Context: an optimization exercise on an open-source flow, tuned for small area, a short achievable clock period and few clock cycles per item. The choices shown serve that exercise and are no tape-out recipe. In this exercise RTL edits were held to simulation tests only and were not proved equivalent to the original.

== oak ==
Design fp_mul_arbiter, start of the top module:
module fp_mul_arbiter #(
    parameter int W = fp_alu_pkg::FP_W
) (
    input  logic         clk,
    input  logic         rst,
    input  logic         req0_valid,
    input  logic [W-1:0] req0_a,
    input  logic [W-1:0] req0_b,
    output logic         req0_ready,
    input  logic         req1_valid,
    input  logic [W-1:0] req1_a,
    input  logic [W-1:0] req1_b,
    output logic         req1_ready,
    output logic         rsp_valid,
    output logic [W-1:0] rsp_data,
    output logic         rsp_id,
    input  logic         rsp_ready
);
clock: 11.0 ns
lec_check: 0
cap_margin: 20
core_margin: 2
core_utilization: 40
cts_buf_list: sky130_fd_sc_hd__clkbuf_8
setup_slack_margin: 5
slew_margin: 20
synth_hierarchical: 1
synth_minimum_keep_size: 0
standard.sh (not shown) runs the stock make flow with config.mk's settings and CLKGATE_MAP_FILE= SYNTH_SCRIPT=/design/flow/synth_recipe.tcl, a recipe that flattens the netlist after the stock synthesis.
==> flow/flow/run.sh <==
#!/bin/bash
# The standard ORFS layout (the standard.sh, standard synthesis unchanged),
# with buf_2 cells as the port buffers and a larger setup repair margin.
set -euo pipefail
bash standard.sh "BUFFER_PORTS_ARGS=-buffer_cell sky130_fd_sc_hd__buf_2" SETUP_SLACK_MARGIN=5.7 finish > orfs_make.log 2>&1
oak reached the final stage; the timing, DRC and antenna checks on its layout passed.
Testbench counts of oak, summed over its fixed seeds: cycles 6,416, items 6,400.
diff inputs: oak => pine
-- flow/flow/run.sh --
<<< oak, line 4
set -euo pipefail
bash standard.sh "BUFFER_PORTS_ARGS=-buffer_cell sky130_fd_sc_hd__buf_2" SETUP_SLACK_MARGIN=5.7 finish > orfs_make.log 2>&1
>>> pine, line 4
set -euo pipefail
bash standard.sh "BUFFER_PORTS_ARGS=-buffer_cell sky130_fd_sc_hd__buf_2" SETUP_SLACK_MARGIN=5.3 finish > orfs_make.log 2>&1
[summary]
Changes observed in pine relative to oak: non-clock buffer count now smaller, number of global-route vias before repair decreased by 386 relative to the old numbers, detailed-routing wirelength on met1 dropped about 2.8%, synthesis-to-layout area growth decreased by 9.2 points relative to the old numbers. In the metrics for oak and pine, the one carrying the lower clock slew seen by the registers of the worst setup and hold paths is oak. Diff oak..pine | synthesized instance count | unchanged. pine against oak: setup slack fell by 260 ps; final cell utilization of the core shrank by 3.7 points. pine — peak per-stage delay on the critical path 70 ps higher, oak as reference. On cell count along the critical path: pine sits below oak. Run comparison: pine top layer used by detailed routing met5; oak top layer used by detailed routing met4.
Relative to pine, the following input files were edited for birch:
-- flow/flow/run.sh --
<<< pine, line 4
set -euo pipefail
bash standard.sh "BUFFER_PORTS_ARGS=-buffer_cell sky130_fd_sc_hd__buf_2" SETUP_SLACK_MARGIN=5.3 finish > orfs_make.log 2>&1
>>> birch, line 4
set -euo pipefail
bash standard.sh "BUFFER_PORTS_ARGS=-buffer_cell sky130_fd_sc_hd__buf_2" SETUP_SLACK_MARGIN=5.4 finish > orfs_make.log 2>&1
-- flow/config.mk --
<<< pine, line 11
export CTS_BUF_LIST = sky130_fd_sc_hd__clkbuf_8
export SETUP_SLACK_MARGIN = 5
>>> birch, line 11
export CTS_BUF_LIST = sky130_fd_sc_hd__clkbuf_8
export CTS_CLUSTER_DIAMETER = 150
export CTS_CLUSTER_SIZE = 30
export SETUP_SLACK_MARGIN = 5
Notes after the runs:
birch: all stages complete, timing, DRC and antenna checks passed
birch packs its core tighter than pine.
Re synthesized area: no difference whatsoever between birch and pine.
In birch the final non-filler cell area turned out 1.0% higher than in pine.
Minimum clock period (birch over pine): decrease, 100 ps
Changes in maple relative to birch:
==> flow/flow/run.sh <==
#!/bin/bash
# The standard ORFS layout (the standard.sh, standard synthesis unchanged),
# with buf_2 cells as the port buffers and a larger setup repair margin.
set -euo pipefail
bash standard.sh "BUFFER_PORTS_ARGS=-buffer_cell sky130_fd_sc_hd__buf_2" SETUP_SLACK_MARGIN=5.6 finish > orfs_make.log 2>&1
-- flow/config.mk --
<<< birch, line 9
export CORE_MARGIN = 2
export CORE_UTILIZATION = 40
export CTS_BUF_LIST = sky130_fd_sc_hd__clkbuf_8
export CTS_CLUSTER_DIAMETER = 150
export CTS_CLUSTER_SIZE = 30
export SETUP_SLACK_MARGIN = 5
>>> maple, line 9
export CORE_MARGIN = 2
export CORE_UTILIZATION = 60
export CTS_BUF_LIST = sky130_fd_sc_hd__clkbuf_8
export SETUP_SLACK_MARGIN = 5
Findings:
- maple against birch: cell area climbed about 3.2%; wire length of the first global-routing pass shrank by about 1.6%; non-clock buffer total of the final layout increased by about 3.6% relative to the old numbers.
- Diff birch -> maple: total global-route track usage saw an increase.
- maple: met1 demand-to-capacity share in global routing is 14 points higher than what birch reported.
- Looking only at floorplan die height, and setting everything else aside, the higher value of maple and birch goes to birch.
- Origin of the worst setup path: s1_nbone_q[8] -> birch, s1_nfa_q[17] -> maple
- maple ended up with a higher wire length than birch did.
- In maple, the die area came out about 33% below the value in birch.
Changes in cedar relative to maple:
==> flow/flow/run.sh <==
#!/bin/bash
# The standard ORFS layout (the standard.sh, standard synthesis unchanged),
# with buf_2 cells as the port buffers and a larger setup repair margin.
set -euo pipefail
bash standard.sh "BUFFER_PORTS_ARGS=-buffer_cell sky130_fd_sc_hd__buf_2" SETUP_SLACK_MARGIN=5.5 finish > orfs_make.log 2>&1
-- flow/config.mk --
<<< maple, line 9
export CORE_MARGIN = 2
export CORE_UTILIZATION = 60
export CTS_BUF_LIST = sky130_fd_sc_hd__clkbuf_8
>>> cedar, line 9
export CORE_MARGIN = 2
export CORE_UTILIZATION = 40
export CTS_BUF_LIST = sky130_fd_sc_hd__clkbuf_8
[summary]
On portion of the layout cell area used by clock cells, cedar and maple are basically level.
cedar vs. maple: maximum number of pins on one net before global-route repair now larger; met2 usage now smaller; minimum clock period after layout +62 ps.
Relative area change from synthesis to final layout | cedar below maple
Worst slew slack as a fraction of its limit, cedar and maple, higher one = maple.

## 08-25
Starting RTL as in the previous note.
Settings: LEC_CHECK=0, CAP_MARGIN=20, CORE_MARGIN=2, CORE_UTILIZATION=40, CTS_BUF_LIST=sky130_fd_sc_hd__clkbuf_8, SETUP_SLACK_MARGIN=5, SLEW_MARGIN=20, SYNTH_HIERARCHICAL=1, SYNTH_MINIMUM_KEEP_SIZE=0; clock period 11.0 ns.
==> flow/flow/run.sh <==
#!/bin/bash
# The standard ORFS layout (the standard.sh, standard synthesis unchanged),
# with buf_2 cells as the port buffers and a larger setup repair margin.
set -euo pipefail
bash standard.sh "BUFFER_PORTS_ARGS=-buffer_cell sky130_fd_sc_hd__buf_2" SETUP_SLACK_MARGIN=5.4 finish > orfs_make.log 2>&1
Both conditions hold for 08-25: the flow ran to the end and the final layout passed the timing, DRC and antenna checks.
Testbench counts of 08-25, summed over its fixed seeds: cycles 6,416, items 6,400.
### 08-25 -> 04-05
==> flow/run.sh (new file) <==
#!/bin/bash
# synth_recipe.tcl (not shown) runs the flow's synth.tcl, then flattens the netlist and writes it again
# the make line also repeats each setting of config.mk as NAME=value (left out here)
make -C /OpenROAD-flow-scripts/flow DESIGN_CONFIG=/design/flow/config.mk WORK_HOME=/design/flow/orfs CLKGATE_MAP_FILE= SYNTH_SCRIPT=/design/flow/synth_recipe.tcl finish
removed: flow/flow/run.sh
removed: flow/standard.sh
Notes after the runs:
- Compared with 08-25, in 04-05 total nets after synthesis closely matched the old numbers; layout cell share with drive strength beyond 1 down 9.8 points; data arrival time of the critical path fell by 2000 ps.
- On area overhead of the layout relative to synthesis: between 08-25 and 04-05, it ends up higher for 04-05.
- Between 08-25 and 04-05, the final cell count is higher for 08-25.

==> what the ideal ports hide <==
In the flow no input, the clock included, has a driving cell. The finished layouts below were timed again as built, in two steps. Step 1 sets driving cells, clkbuf_16 on the clock port and buf_2 on the other inputs (assumed; they add their load-dependent delay and slew). Step 2 moves the port delays by t, midway between the first and last clock arrival at a register: inputs arrive t later, outputs are due t later. That takes back most of the time a late clock gives input paths. a / b / c = ideal / step 1 / step 2; a / b = the first two.
| run | t, ns | setup slack, ns | hold WS [ns] | worst register clock-pin slew, ns | pins driven straight from the clock port |
|---|---|---|---|---|---|
| oak | 0.497 | 5.680 / 5.680 / 5.593 | 0.422 / 0.422 / 0.422 | 0.10 / 0.10 | 1 |
| pine | 0.510 | 5.425 / 5.372 / 5.367 | 0.424 / 0.424 / 0.424 | 0.09 / 0.09 | 1 |
| birch | 0.506 | 5.526 / 5.524 / 5.426 | 0.422 / 0.422 / 0.422 | 0.09 / 0.09 | 1 |
| maple | 0.524 | 5.635 / 5.617 / 5.625 | 0.424 / 0.424 / 0.424 | 0.09 / 0.09 | 1 |
| cedar | 0.491 | 5.572 / 5.550 / 5.434 | 0.425 / 0.425 / 0.425 | 0.09 / 0.09 | 1 |
| 08-25 | 0.506 | 5.526 / 5.524 / 5.426 | 0.422 / 0.422 / 0.422 | 0.09 / 0.09 | 1 |
| 04-05 | 0.492 | 5.121 / 5.088 / 4.988 | 0.426 / 0.426 / 0.426 | 0.08 / 0.08 | 1 |
After both steps every run listed still meets setup and hold. For cedar, which loses most, drivers alone change the setup slack by -0.022 ns; drivers and shift together by -0.138 ns.
